This is an optimization exercise on Yosys and OpenROAD, whose aim is small area, not a production implementation. At most, simulation tests tie the RTL to the original design; equivalence was not proved.

// npu_ctrl
module npu_ctrl #(
    parameter int unsigned N     = 4,
    parameter int unsigned KTAPS = 3
) (
    input  logic        clk,
    input  logic        rst_n,
    input  logic        npu_start_matrix_mul,
    input  logic        npu_start_conv,
    output logic        npu_done,
    output logic        busy,
    input  logic [63:0] a_base,
    input  logic [63:0] b_base,
    input  logic [63:0] c_base,
    output logic        mem_req,
    output logic        mem_we,
    output logic [63:0] mem_addr,
    output logic [63:0] mem_wdata,
    input  logic        mem_ready,
    input  logic        mem_rvalid,
    input  logic [63:0] mem_rdata
);
    localparam logic [1:0] S_IDLE = 2'd0, S_RUN = 2'd1, S_WR = 2'd2, S_FIX = 2'd3;
    logic [1:0]  st_q;
    logic        conv_q;         
    logic [3:0]  e_q;            
    logic [5:0]  t_q;            
    logic [2:0]  p_q;            
    logic [2:0]  pi_q;           
    logic        bit0_q, bit1_q;  
    logic [63:0] acc_q;
    logic        cy_q;           
    logic [63:0] ab_q, bb_q, cb_q;
    wire run  = (st_q == S_RUN);
    wire wr   = (st_q == S_WR);
    wire idle = (st_q == S_IDLE);
    wire       ty_r     = p_q[1];
    wire       resp_end = (p_q == 3'd7) & (t_q == 6'd63);
    wire [2:0] inflight = pi_q - p_q;
    wire       ty_i     = pi_q[1];
    wire [1:0] k_i      = {pi_q[2], pi_q[0] & ~(conv_q & pi_q[2])};
    wire       rd_req   = run & ~inflight[1] & ~(inflight[0] & resp_end);
    wire       rd_acc   = rd_req & mem_ready;
    wire [1:0] ei = e_q[3:2];
    wire [1:0] ej = e_q[1:0];
    logic [3:0] off;
    always_comb begin
        if (wr)        off = e_q;
        else if (ty_i) off = conv_q ? {2'b00, ej} + {2'b00, k_i} : {ei, k_i};
        else           off = conv_q ? {2'b00, k_i} : {k_i, ej};
    end
    wire sel_c = wr;
    wire sel_a = ~wr & ty_i;
    wire sel_b = ~wr & ~ty_i;
    logic [64:3] acy;
    assign acy[3] = 1'b0;
  ...
Size in the first run: ~750 cells after synthesis.
==> module npu_ctrl, before the edit <==
module npu_ctrl #(
    parameter int unsigned N     = 4,
    parameter int unsigned KTAPS = 3
) (
    input  logic        clk,
    input  logic        rst_n,
    input  logic        npu_start_matrix_mul,
    input  logic        npu_start_conv,
    output logic        npu_done,
    output logic        busy,
    input  logic [63:0] a_base,
    input  logic [63:0] b_base,
    input  logic [63:0] c_base,
    output logic        mem_req,
    output logic        mem_we,
    output logic [63:0] mem_addr,
    output logic [63:0] mem_wdata,
    input  logic        mem_ready,
    input  logic        mem_rvalid,
    input  logic [63:0] mem_rdata
);
    localparam logic [1:0] S_IDLE = 2'd0, S_RUN = 2'd1, S_WR = 2'd2, S_FIX = 2'd3;
    logic [1:0]  st_q;
    logic        conv_q;         
    logic [3:0]  e_q;            
    logic [5:0]  t_q;            
    logic [2:0]  p_q;            
    logic [2:0]  pi_q;           
    logic        bit0_q, bit1_q;  
    logic [63:0] acc_q;
    logic        cy_q;           
    logic [63:0] ab_q, bb_q, cb_q;
    wire run  = (st_q == S_RUN);
    wire wr   = (st_q == S_WR);
    wire idle = (st_q == S_IDLE);
    wire       ty_r     = p_q[1];
    wire       resp_end = (p_q == 3'd7) & (t_q == 6'd63);
    wire [2:0] inflight = pi_q - p_q;
    wire       ty_i     = pi_q[1];
    wire [1:0] k_i      = {pi_q[2], pi_q[0] & ~(conv_q & pi_q[2])};
    wire       rd_req   = run & ~inflight[1] & ~(inflight[0] & resp_end);
    wire       rd_acc   = rd_req & mem_ready;
    wire [1:0] ei = e_q[3:2];
    wire [1:0] ej = e_q[1:0];
    logic [3:0] off;
    always_comb begin
        if (wr)        off = e_q;
        else if (ty_i) off = conv_q ? {2'b00, ej} + {2'b00, k_i} : {ei, k_i};
        else           off = conv_q ? {2'b00, k_i} : {k_i, ej};
    end
    wire sel_c = wr;
    wire sel_a = ~wr & ty_i;
    wire sel_b = ~wr & ~ty_i;
    logic [64:3] acy;
    assign acy[3] = 1'b0;
    for (genvar b = 0; b < 64; b++) begin : g_addr
        if (b < 3) begin : g_lo
            assign mem_addr[b] = (sel_a & ab_q[b]) | (sel_b & bb_q[b]) | (sel_c & cb_q[b]);
        end else if (b < 7) begin : g_off
            wire m = (sel_a & ab_q[b]) | (sel_b & bb_q[b]) | (sel_c & cb_q[b]);
            assign mem_addr[b] = m ^ off[b-3] ^ acy[b];
            assign acy[b+1]    = (m & off[b-3]) | (acy[b] & (m ^ off[b-3]));
        end else begin : g_inc
            npu_ctrl_abit u_abit (
                .a  (ab_q[b]), .b (bb_q[b]), .c (cb_q[b]),
                .sa (sel_a), .sb (sel_b), .sc (sel_c),
                .ci (acy[b]),
                .s  (mem_addr[b]),
                .co (acy[b+1])
            );
        end
    end
    assign mem_req   = rd_req | wr;
    assign mem_we    = wr;
    assign mem_wdata = acc_q;
    assign busy      = ~idle;
    wire e_last = (ej == 2'd3) & (conv_q | (ei == 2'd3));
    assign npu_done = wr & mem_ready & e_last;
    wire rsp = run & mem_rvalid;
    wire dbl = rsp & (p_q == 3'd1);
    wire add = rsp & ty_r & (p_q[0] ? bit1_q & ~(conv_q & p_q[2]) : bit0_q);
    wire [63:0] addend = ({64{dbl}} & acc_q) | ({64{add}} & mem_rdata);
    logic [64:0] cy;
    logic [63:0] sum;
    for (genvar b = 0; b < 64; b++) begin : g_fa
        npu_ctrl_fa u_fa (
            .a  (acc_q[b]),
            .b  (addend[b]),
            .ci ((b == 0) ? 1'b0 : (b == 32) ? cy_q : cy[b]),
            .s  (sum[b]),
            .co (cy[b+1])
        );
    end
    assign cy[0] = 1'b0;
    wire bsel = mem_rdata[6'd63 - t_q];
    always_ff @(posedge clk) begin
        acc_q <= sum;
        cy_q  <= cy[32];
        if (rsp & ~ty_r) begin
            if (p_q[0]) bit1_q <= bsel;
            else        bit0_q <= bsel;
        end
        if (idle) begin
            ab_q   <= a_base;
            bb_q   <= b_base;
            cb_q   <= c_base;
            conv_q <= ~npu_start_matrix_mul;
        end
    end
    always_ff @(posedge clk or negedge rst_n) begin
        if (!rst_n) begin
            st_q  <= S_IDLE;
            e_q   <= 4'd0;
            t_q   <= 6'd0;
            p_q   <= 3'd0;
            pi_q  <= 3'd0;
        end else begin
            pi_q  <= pi_q + {2'd0, rd_acc};
            p_q   <= p_q + {2'd0, rsp};
            t_q   <= t_q + {5'd0, rsp & (p_q == 3'd7)};
            e_q   <= idle ? 4'd0 : e_q + {3'd0, wr & mem_ready};
            unique case (st_q)
                S_IDLE: if (npu_start_matrix_mul || npu_start_conv) st_q <= S_RUN;
                S_RUN:  if (rsp && resp_end) st_q <= S_FIX;
                S_FIX:  st_q <= S_WR;
                S_WR: begin
                    if (mem_ready) st_q <= e_last ? S_IDLE : S_RUN;
                end
                default: st_q <= S_IDLE;
            endcase
        end
    end
endmodule
export LEC_CHECK = 0
export CAP_MARGIN = 20
export CORE_MARGIN = 2
export CORE_UTILIZATION = 40
export SLEW_MARGIN = 20
export SYNTH_HIERARCHICAL = 1
export SYNTH_MINIMUM_KEEP_SIZE = 0
create_clock -name core_clock -period 20.0 [get_ports {clk}]
standard.sh (not shown) runs the stock make flow with config.mk's settings and CLKGATE_MAP_FILE= SYNTH_SCRIPT=/design/flow/synth_recipe.tcl, a recipe that flattens the netlist after the stock synthesis.
==> flow/flow/run.sh <==
#!/bin/bash
set -euo pipefail
bash standard.sh \
  "BUFFER_PORTS_ARGS=-buffer_cell sky130_fd_sc_hd__buf_1" \
  "CTS_ARGS=-sink_clustering_enable -repair_clock_nets -dont_use_dummy_load -sink_clustering_size 28 -sink_clustering_max_diameter 120 -buf_list {sky130_fd_sc_hd__clkbuf_8 sky130_fd_sc_hd__clkbuf_16} -root_buf sky130_fd_sc_hd__clkbuf_8 -tree_buf sky130_fd_sc_hd__clkbuf_8 -sink_clustering_buffer sky130_fd_sc_hd__clkbuf_16" \
  finish > standard_flow.log 2>&1
==> next run, changes <==
--- a/flow/design.v
+++ b/flow/design.v
@@ -27,4 +27,5 @@
     logic [2:0]  p_q;            
     logic [2:0]  pi_q;           
+    logic [1:0]  out_q;          
     logic        bit0_q, bit1_q;  
     logic [63:0] acc_q;
@@ -35,9 +36,12 @@
     wire idle = (st_q == S_IDLE);
     wire       ty_r     = p_q[1];
-    wire       resp_end = (p_q == 3'd7) & (t_q == 6'd63);
-    wire [2:0] inflight = pi_q - p_q;
+    wire       p_last   = p_q[2] & p_q[1] & (p_q[0] | conv_q);
+    wire [2:0] p_step   = (conv_q & p_q[2]) ? 3'd2 : 3'd1;
+    wire       resp_end = p_last & (t_q == 6'd63);
+    wire       o        = out_q[0];
     wire       ty_i     = pi_q[1];
-    wire [1:0] k_i      = {pi_q[2], pi_q[0] & ~(conv_q & pi_q[2])};
-    wire       rd_req   = run & ~inflight[1] & ~(inflight[0] & resp_end);
+    wire [1:0] k_i      = {pi_q[2], pi_q[0]};
+    wire [2:0] pi_step  = (conv_q & pi_q[2]) ? 3'd2 : 3'd1;
+    wire       rd_req   = run & ~out_q[1] & ~(o & resp_end);
     wire       rd_acc   = rd_req & mem_ready;
     wire [1:0] ei = e_q[3:2];
@@ -79,5 +83,5 @@
     wire rsp = run & mem_rvalid;
     wire dbl = rsp & (p_q == 3'd1);
-    wire add = rsp & ty_r & (p_q[0] ? bit1_q & ~(conv_q & p_q[2]) : bit0_q);
+    wire add = rsp & ty_r & (p_q[0] ? bit1_q : bit0_q);
     wire [63:0] addend = ({64{dbl}} & acc_q) | ({64{add}} & mem_rdata);
     logic [64:0] cy;
@@ -115,8 +119,10 @@
             p_q   <= 3'd0;
             pi_q  <= 3'd0;
+            out_q <= 2'd0;
         end else begin
-            pi_q  <= pi_q + {2'd0, rd_acc};
-            p_q   <= p_q + {2'd0, rsp};
-            t_q   <= t_q + {5'd0, rsp & (p_q == 3'd7)};
+            out_q <= out_q + {1'b0, rd_acc} - {1'b0, rsp};
+            if (rd_acc) pi_q <= pi_q + pi_step;
+            if (rsp) p_q <= p_q + p_step;
+            t_q   <= t_q + {5'd0, rsp & p_last};
             e_q   <= idle ? 4'd0 : e_q + {3'd0, wr & mem_ready};
             unique case (st_q)
Effect: Wire length rose by about 2.2%; worst setup slack is better by 0.20 ns; final cell count increases by 1.5%; worst hold slack hardly moves; first-iteration DRC count drops by about 22%; clock-buffer cell count does not change; fmax went up by 1.1%.

Another version of the RTL of npu_ctrl (not shown whole).
Size in the first run: ~1900 cells after synthesis, about 280 flip-flops, ~0.016 mm² of cells after synthesis.
==> module npu_ctrl, before the edit <==
module npu_ctrl #(
    parameter int unsigned N     = 4,
    parameter int unsigned KTAPS = 3
) (
    input  logic        clk,
    input  logic        rst_n,
    input  logic        npu_start_matrix_mul,
    input  logic        npu_start_conv,
    output logic        npu_done,
    output logic        busy,
    input  logic [63:0] a_base,
    input  logic [63:0] b_base,
    input  logic [63:0] c_base,
    output logic        mem_req,
    output logic        mem_we,
    output logic [63:0] mem_addr,
    output logic [63:0] mem_wdata,
    input  logic        mem_ready,
    input  logic        mem_rvalid,
    input  logic [63:0] mem_rdata
);
    localparam logic [1:0] S_IDLE = 2'd0, S_RUN = 2'd1, S_WR = 2'd2;
    logic [1:0]  st_q;
    logic        conv_q;         
    logic [3:0]  e_q;            
    logic [5:0]  t_q;            
    logic [1:0]  k_q;            
    logic        ty_q;           
    logic [1:0]  out_q;          
    logic        bit_q;          
    logic [63:0] acc_q;
    logic [63:0] ab_q, bb_q, cb_q;
    wire run  = (st_q == S_RUN);
    wire wr   = (st_q == S_WR);
    wire idle = (st_q == S_IDLE);
    wire       k_last   = conv_q ? (k_q == 2'd2) : (k_q == 2'd3);
    wire [1:0] k_next   = k_last ? 2'd0 : k_q + 2'd1;
    wire       resp_end = ty_q & k_last & (t_q == 6'd63);
    wire       o        = out_q[0];
    wire       ty_i     = ty_q ^ o;
    wire [1:0] k_i      = (o & ty_q) ? k_next : k_q;
    wire       rd_req   = run & ~out_q[1] & ~(o & resp_end);
    wire [1:0] ei = e_q[3:2];
    wire [1:0] ej = e_q[1:0];
    logic [3:0]  off;
    logic [63:0] base;
    always_comb begin
        if (wr) begin
            base = cb_q;
            off  = conv_q ? {2'b00, ei} : e_q;
        end else if (ty_i) begin
            base = ab_q;
            off  = conv_q ? {2'b00, ei} + {2'b00, k_i} : {ei, k_i};
        end else begin
            base = bb_q;
            off  = conv_q ? {2'b00, k_i} : {k_i, ej};
        end
    end
    assign mem_req   = rd_req | wr;
    assign mem_we    = wr;
    assign mem_addr  = base + {56'd0, off, 3'b000};
    assign mem_wdata = acc_q;
    assign busy      = ~idle;
    wire e_last = (ei == 2'd3) & (conv_q | (ej == 2'd3));
    assign npu_done = wr & mem_ready & e_last;
    wire rsp = run & mem_rvalid;
    wire dbl = rsp & ~ty_q & (k_q == 2'd0);
    wire add = rsp & ty_q & bit_q;
    wire [63:0] addend = ({64{dbl}} & acc_q) | ({64{add}} & mem_rdata);
    logic [64:0] cy;
    logic [63:0] sum;
    assign cy[0] = 1'b0;
    for (genvar b = 0; b < 64; b++) begin : g_fa
        assign sum[b]  = acc_q[b] ^ addend[b] ^ cy[b];
        assign cy[b+1] = (acc_q[b] & addend[b]) | (cy[b] & (acc_q[b] ^ addend[b]));
    end
    always_ff @(posedge clk) begin
        acc_q <= sum;
        if (rsp & ~ty_q) bit_q <= mem_rdata[6'd63 - t_q];
        if (idle) begin
            ab_q   <= a_base;
            bb_q   <= b_base;
            cb_q   <= c_base;
            conv_q <= ~npu_start_matrix_mul;
        end
    end
    always_ff @(posedge clk or negedge rst_n) begin
        if (!rst_n) begin
            st_q  <= S_IDLE;
            e_q   <= 4'd0;
            t_q   <= 6'd0;
            k_q   <= 2'd0;
            ty_q  <= 1'b0;
            out_q <= 2'd0;
        end else begin
            out_q <= out_q + {1'b0, rd_req & mem_ready} - {1'b0, rsp};
            if (rsp) begin
                ty_q <= ~ty_q;
                if (ty_q) begin
                    k_q <= k_next;
                    if (k_last) t_q <= t_q + 6'd1;
                end
            end
            unique case (st_q)
                S_IDLE: if (npu_start_matrix_mul || npu_start_conv) st_q <= S_RUN;
                S_RUN:  if (rsp && resp_end) st_q <= S_WR;
                S_WR: begin
                    if (mem_ready) begin
                        e_q  <= e_q + (conv_q ? 4'd4 : 4'd1);
                        st_q <= e_last ? S_IDLE : S_RUN;
                    end
                end
                default: st_q <= S_IDLE;
            endcase
        end
    end
endmodule
clock: 20.0 ns
lec_check: 0
abc_area: 1
cap_margin: 20
core_margin: 2
core_utilization: 40
slew_margin: 20
==> flow/flow/run.sh <==
#!/bin/bash
set -euo pipefail
bash standard.sh \
  "BUFFER_PORTS_ARGS=-buffer_cell sky130_fd_sc_hd__buf_1" \
  "CTS_ARGS=-sink_clustering_enable -repair_clock_nets -dont_use_dummy_load -buf_list sky130_fd_sc_hd__clkbuf_4 sky130_fd_sc_hd__clkbuf_8" \
  finish > standard_flow.log 2>&1
The baseline aborted during 4_1_cts, error STA-0564.
Next try:
--- a/flow/design.v
+++ b/flow/design.v
@@ -64,21 +64,14 @@
     wire e_last = (ei == 2'd3) & (conv_q | (ej == 2'd3));
     assign npu_done = wr & mem_ready & e_last;
     wire rsp = run & mem_rvalid;
     wire dbl = rsp & ~ty_q & (k_q == 2'd0);
     wire add = rsp & ty_q & bit_q;
     wire [63:0] addend = ({64{dbl}} & acc_q) | ({64{add}} & mem_rdata);
-    logic [64:0] cy;
-    logic [63:0] sum;
-    assign cy[0] = 1'b0;
-    for (genvar b = 0; b < 64; b++) begin : g_fa
-        assign sum[b]  = acc_q[b] ^ addend[b] ^ cy[b];
-        assign cy[b+1] = (acc_q[b] & addend[b]) | (cy[b] & (acc_q[b] ^ addend[b]));
-    end
     always_ff @(posedge clk) begin
-        acc_q <= sum;
+        acc_q <= acc_q + addend;
         if (rsp & ~ty_q) bit_q <= mem_rdata[6'd63 - t_q];
         if (idle) begin
             ab_q   <= a_base;
             bb_q   <= b_base;
             cb_q   <= c_base;
             conv_q <= ~npu_start_matrix_mul;
=> The changed run ended with an error in 4_1_cts on STA-0564; area after synthesis goes up by 23%; synthesized cell count rises by 49%.
No functional check of the RTL was part of any run of this note.

-- port drivers added, routing unchanged --
Ports are ideal in the flow. The routed layouts listed here were re-timed in OpenROAD.
Step 1: set_driving_cell puts a clkbuf_16 on clk and a buf_2 on each other input, an assumption about the parent block.
Step 2, shift: input delay + t, output delay - t, t = (earliest + latest rising clock arrival at the registers) / 2. This alone moves slack from input paths to output paths.
Slacks: ideal / step 1 / step 2; pairs: ideal / step 1.
run	t (ns)	setup slack, ns	worst slew at a driven data input, ns
the first run of note 1	0.561	0.893 / 0.851 / 1.412	0.10
the second run of note 1	0.581	1.098 / 1.049 / 1.630	0.11
After both steps setup and hold are still met in every run listed.
